From an optimization exercise on the open Yosys and OpenROAD flow, aimed at a short achievable clock period and few clock cycles; shortcuts taken in it are not production practice.
The RTL was checked by simulation tests, not by an equivalence proof against the original design.
Power is estimated from default activity; no workload was simulated.

===== design/flow/design.v =====
`timescale 1ns / 1ps
module sector_cache_tags (
  input  logic        clk,
  input  logic        rst_n,
  input  logic        start,
  output logic        busy,
  input  logic [1:0]  in_func,
  input  logic [31:0] in_sector,
  output logic        out_strobe,
  output logic        out_hit,
  output logic [5:0]  out_slot,
  output logic        out_fetch,
  output logic        out_writeback,
  output logic [31:0] out_wb_sector,
  output logic        out_last
);
  localparam int N = 64;
  function automatic logic [N-1:0] pfx_or(input logic [N-1:0] x);
    logic [N-1:0] p;
    logic [N/8-1:0] g, gp;
    for (int j = 0; j < N/8; j++) begin
      for (int b = 0; b < 8; b++) begin
        p[8*j+b] = |(x[8*j +: 8] & (8'hff >> (7 - b)));
      end
      g[j] = |x[8*j +: 8];
    end
    gp[0] = 1'b0;
    for (int j = 1; j < N/8; j++) begin
      gp[j] = gp[j-1] | g[j-1];
    end
    for (int i = 0; i < N; i++) begin
      p[i] = p[i] | gp[i/8];
    end
    pfx_or = p;
  endfunction
  function automatic logic [5:0] enc(input logic [N-1:0] oh);
    logic [5:0] b;
    b = '0;
    for (int i = 0; i < N; i++) begin
      if (oh[i]) b = b | 6'(i);
    end
    enc = b;
  endfunction
  function automatic logic [3*N-1:0] search(input logic [N-1:0] r, input logic [N-1:0] m);
    logic [N-1:0] c, a, ia, ic, oh, vm, clr;
    c  = ~r;
    a  = c & m;
    ia = pfx_or(a);
    ic = pfx_or(c);
    if (ia[N-1]) begin
      oh  = a & ~(ia << 1);
      vm  = ia;
      clr = m & ~ia;
    end else if (ic[N-1]) begin
      oh  = c & ~(ic << 1);
      vm  = ic;
      clr = m | ~ic;
    end else begin
      oh  = m & ~(m << 1);
      vm  = m;
      clr = '1;
    end
    search = {oh, vm, clr};
  endfunction
  logic [N-1:0][31:0] tag_r;
  logic [N-1:0] valid_r;
  logic [N-1:0] dirty_r;
  logic [N-1:0] ref_r;
  logic [N-1:0] hm_r;      
  logic [N-1:0] voh_r;     
  logic [N-1:0] vm_r;      
  logic [N-1:0] clr_r;     
  logic         busy_r;    
  logic         p_acc;
  logic         p_hit;
  logic         p_hitv;    
  logic         p_wr;
  logic [N-1:0] p_match;
  logic [31:0]  p_sec;
  logic [3*N-1:0] p_ms;    
  logic [3*N-1:0] p_hv;    
  logic         strobe_r;
  logic         hit_r;
  logic [5:0]   slot_r;
  logic         fetch_r;
  logic         wb_r;
  logic [31:0]  wbs_r;
  logic         last_r;
  assign busy          = busy_r;
  assign out_strobe    = strobe_r;
  assign out_hit       = hit_r;
  assign out_slot      = slot_r;
  assign out_fetch     = fetch_r;
  assign out_writeback = wb_r;
  assign out_wb_sector = wbs_r;
  assign out_last      = last_r;
  logic         pmiss;
  logic [N-1:0] pfill;
  logic [N-1:0] ref_e, valid_e, dirty_e, hm_e, voh_e, vm_e, clr_e;
  logic         take, take_acc, take_fl, fl_step, wr;
  logic         eqp;
  logic [N-1:0] match;
  logic         hit, hitv;
  logic [5:0]   hslot, vslot, fslot;
  logic         vwb, any_d, more_d;
  logic [31:0]  vtag, ftag;
  logic [N-1:0] fd;
  logic [3*N-1:0] s_miss, s_hv;
  always_comb begin
    pmiss = p_acc & ~p_hit;
    pfill = voh_r & {N{pmiss}};
    if (!p_acc) begin
      ref_e   = ref_r;
      dirty_e = dirty_r;
    end else if (p_hit) begin
      ref_e   = ref_r | p_match;
      dirty_e = dirty_r | (p_match & {N{p_wr}});
    end else begin
      ref_e   = (ref_r & ~clr_r) | voh_r;
      dirty_e = (dirty_r & ~voh_r) | (voh_r & {N{p_wr}});
    end
    valid_e = valid_r | pfill;
    hm_e    = pmiss ? vm_r : hm_r;
    if (pmiss) begin
      {voh_e, vm_e, clr_e} = p_ms;
    end else if (p_acc && p_hitv) begin
      {voh_e, vm_e, clr_e} = p_hv;
    end else begin
      voh_e = voh_r;
      vm_e  = vm_r;
      clr_e = clr_r;
    end
    take     = rst_n & start & ~busy_r;
    take_acc = take & ~in_func[1];
    take_fl  = take & (in_func == 2'd2);
    fl_step  = busy_r | take_fl;
    wr       = in_func[0];
    eqp = (p_sec == in_sector);
    for (int i = 0; i < N; i++) begin
      match[i] = pfill[i] ? eqp : (valid_r[i] & (tag_r[i] == in_sector));
    end
    hit   = |match;
    hitv  = |(match & voh_e);
    hslot = enc(match);
    vslot = enc(voh_e);
    vwb   = |(voh_e & dirty_e);
    vtag  = '0;
    for (int i = 0; i < N; i++) begin
      vtag = vtag | (tag_r[i] & {32{voh_e[i]}});
    end
    if (|(voh_e & pfill)) vtag = p_sec;
    fd     = dirty_e & ~(pfx_or(dirty_e) << 1);
    fslot  = enc(fd);
    any_d  = |dirty_e;
    more_d = |(dirty_e & ~fd);
    ftag   = '0;
    for (int i = 0; i < N; i++) begin
      ftag = ftag | (tag_r[i] & {32{fd[i]}});
    end
    if (|(fd & pfill)) ftag = p_sec;
    s_miss = search((ref_e & ~clr_e) | voh_e, vm_e);
    s_hv   = search(ref_e | voh_e, hm_e);
  end
  always_ff @(posedge clk) begin
    if (!rst_n) begin
      valid_r  <= '0;
      dirty_r  <= '0;
      ref_r    <= '0;
      hm_r     <= '1;
      voh_r    <= N'(1);
      vm_r     <= '1;
      clr_r    <= '0;
      busy_r   <= 1'b0;
      strobe_r <= 1'b0;
      p_acc    <= 1'b0;
    end else begin
      valid_r  <= valid_e;
      dirty_r  <= fl_step ? (dirty_e & ~fd) : dirty_e;
      ref_r    <= ref_e;
      hm_r     <= hm_e;
      voh_r    <= voh_e;
      vm_r     <= vm_e;
      clr_r    <= clr_e;
      busy_r   <= fl_step & more_d;
      strobe_r <= fl_step | take_acc;
      p_acc    <= take_acc;
    end
  end
  always_ff @(posedge clk) begin
    p_hit   <= hit;
    p_hitv  <= hitv;
    p_wr    <= wr;
    p_match <= match;
    p_sec   <= in_sector;
    p_ms    <= s_miss;
    p_hv    <= s_hv;
    if (fl_step) begin
      hit_r   <= 1'b0;
      slot_r  <= fslot;
      fetch_r <= 1'b0;
      wb_r    <= any_d;
      wbs_r   <= any_d ? ftag : '0;
      last_r  <= ~more_d;
    end else begin
      hit_r   <= hit;
      slot_r  <= hit ? hslot : vslot;
      fetch_r <= ~hit;
      wb_r    <= ~hit & vwb;
      wbs_r   <= (~hit & vwb) ? vtag : '0;
      last_r  <= 1'b1;
    end
    for (int i = 0; i < N; i++) begin
      if (pfill[i]) begin
        tag_r[i] <= p_sec;
      end
    end
  end
endmodule

===== design/flow/run.sh =====
#!/bin/bash
# synth_recipe.tcl (not shown) runs the flow's synth.tcl, then flattens the netlist and writes it again
# the make line also repeats each setting of config.mk as NAME=value (left out here)
make -C /OpenROAD-flow-scripts/flow DESIGN_CONFIG=/design/flow/config.mk WORK_HOME=/design/flow/orfs CLKGATE_MAP_FILE= SYNTH_SCRIPT=/design/flow/synth_recipe.tcl finish

===== design/flow/config.mk =====
export PLATFORM = sky130hd
export DESIGN_NAME = sector_cache_tags
export DESIGN_NICKNAME = sector_cache_tags
export VERILOG_FILES = /design/flow/design.v
export SDC_FILE = /design/flow/constraint.sdc
export NUM_CORES = 4
export LEC_CHECK = 0
export ABC_CLOCK_PERIOD_IN_PS = 2500
export CAP_MARGIN = 20
export CORE_MARGIN = 2
export CORE_UTILIZATION = 25
export PLACE_DENSITY = 0.33
export SETUP_SLACK_MARGIN = 2.5
export SLEW_MARGIN = 20
export TNS_END_PERCENT = 100

===== design/flow/constraint.sdc =====
create_clock -name core_clock -period 6.0 [get_ports {clk}]
set_input_delay 1.2000 -clock core_clock [delete_from_list [all_inputs] [get_ports {clk}]]
set_output_delay 1.2000 -clock core_clock [all_outputs]
set_load 0.01 [all_outputs]

==> flow_results.org <==
** Status
- The run stopped with a tool error.
- It got as far as 5_1_grt and failed there.
- First logged error message :: [ERROR GRT-0232] Routing congestion too high. Check the congestion heatmap in the GUI.

** Floorplan
- Num ports :: between 80 and 90
- The initial utilization of the core area, before any placement, comes to 25.11%.
- In this run the vertical extent of the chip is 798.8 um.
- The floorplan has 291 rows.
- From left edge to right edge, the die measures 798.8 um.

** Yosys
- Synthesized-area fraction occupied by and/or/nand/nor cells :: 13.00%
- Synthesis handed over a netlist of 14,450 instances.
- Sequential elements use 51.29% of the synthesized area.
- The mapped netlist covers about 0.16 mm2.
- The number of nets handed over by synthesis was about 14,000.
- Mean Syn Cell Area :: 10.93 um2
- Of the post-synthesis cell area, the part taken by muxes is 0.4818%.
- Count of synthesis-stage warnings from yosys :: 1
- Number of flops mapped to enable cells by yosys :: 2,048
- Fraction of synthesis flops using an asynchronous set or reset pin :: 0%
- Adder-cell share of the synthesized area :: 0.04437%
- After Yosys synthesis, XOR and XNOR cells account for between 10 and 15% of the synthesized area.
- Yosys reg bits :: around 3,000
- The netlist uses 124 different library cells.
- Among all flip-flop cells after synthesis, the most frequent one is edfxtp_1.
- Synth Area in Compound Gates :: around 20%
- After synthesis, the largest family of logic cells by area is compound AO/OA/AOI/OAI gates.

** Global routing
- Global-route total usage across every layer :: 65.60%
- Entering global routing, the biggest net connects approximately 130 pins.
- Global routing finished with a remaining overflow of 18.

** Place
- Post-detailed-placement cell area :: 0.1921 mm2
- Routability-driven placement finished with a final weighted congestion of 1.185.
- Detailed placer's ending HPWL :: 1,595,000 um
- During placement, the flow inserted port buffers numbering 80.

** Clock tree
- Number of H-tree levels :: 5
- Hold bufs inserted after CTS :: 0
- TritonCTS created ~400 clock buffers.
- Sink count of the clock tree :: 3,022
- The root buffer cell chosen for the clock tree is clkbuf_16.
- The longest clock path from root to sink contains 4 buffers.
## kinds of logic after synthesis
family                   Yosys count
flip-flops                      3022
buffers and inverters           1237
XOR/XNOR                        2055
AO/OA/AOI/OAI                   4191
adder cells (fa/ha/maj)            7
multiplexers                      74
AND/OR/NAND/NOR                 3860
## power by group through the flow
stage / Sequential, uW / Combinational, uW / Clock (uW)
after floorplan: 23100 / 2930 / 0
after global placement: 23300 / 9420 / 0
after detailed placement: 23300 / 9360 / 0
after CTS: 22900 / 9550 / 25800
## cell usage after synthesis, types with 88 or more instances
cell type	count	area (um2)
a211oi_1	130	975.9
a21o_1	175	1314
a21oi_1	513	2567
a221oi_1	478	4187
a222oi_1	190	1902
a22o_1	484	4239
a22oi_1	829	6223
and2_1	88	550.5
and3_1	159	994.7
buf_1	179	671.9
buf_2	185	925.9
buf_6	96	1081
clkbuf_1	571	2143
dfxtp_1	974	19500
edfxtp_1	2048	61500
inv_1	156	585.6
nand2_1	834	3131
nand2b_1	105	656.9
nand3_1	349	1747
nand4_1	661	4135
nor2_1	572	2147
nor3_1	357	1787
nor4_1	311	1946
o21a_1	101	758.2
o21ai_0	273	1366
o22ai_1	337	2108
xnor2_1	1465	12830
xor2_1	590	5167
## stage by stage
step | cells | setup WS [ns] | power, uW | util (%) | setup TNS, ns
after global placement | 24430 | -2.026 | 32740 | 30.50 | -76.79
after CTS | 25320 | 0.9266 | 58240 | 33.12 | 0
after floorplan | 14450 | 1.860 | 26020 | - | 0
after detailed placement | 24440 | -0.8026 | 32660 | 30.55 | -39.04
## how the worst max path moves through the flow
stage                                   end              from
after floorplan           wbs_r[24]$_DFF_P_     p_hit$_DFF_P_
after global placement    slot_r[1]$_DFF_P_     in_sector[24]
after detailed placement   wbs_r[6]$_DFF_P_     in_sector[20]
after CTS                 wbs_r[15]$_DFF_P_  p_acc$_SDFF_PN0_
## routing by layer
| layer | global-route usage, % | GRT overflow |
|---|---|---|
| met3 | 46.93 | 0 |
| met5 | 16.69 | 0 |
| met1 | 67.79 | 0 |
| met4 | 66.78 | 3 |
| met2 | 81.60 | 15 |
## what timing repair did
action	4_1_cts
pin swaps	58
cloned	14
buffers inserted	123
gates resized for setup	256
setup endpoints to repair	782
Testbench counts, summed over its fixed seeds: cycles 5,147.
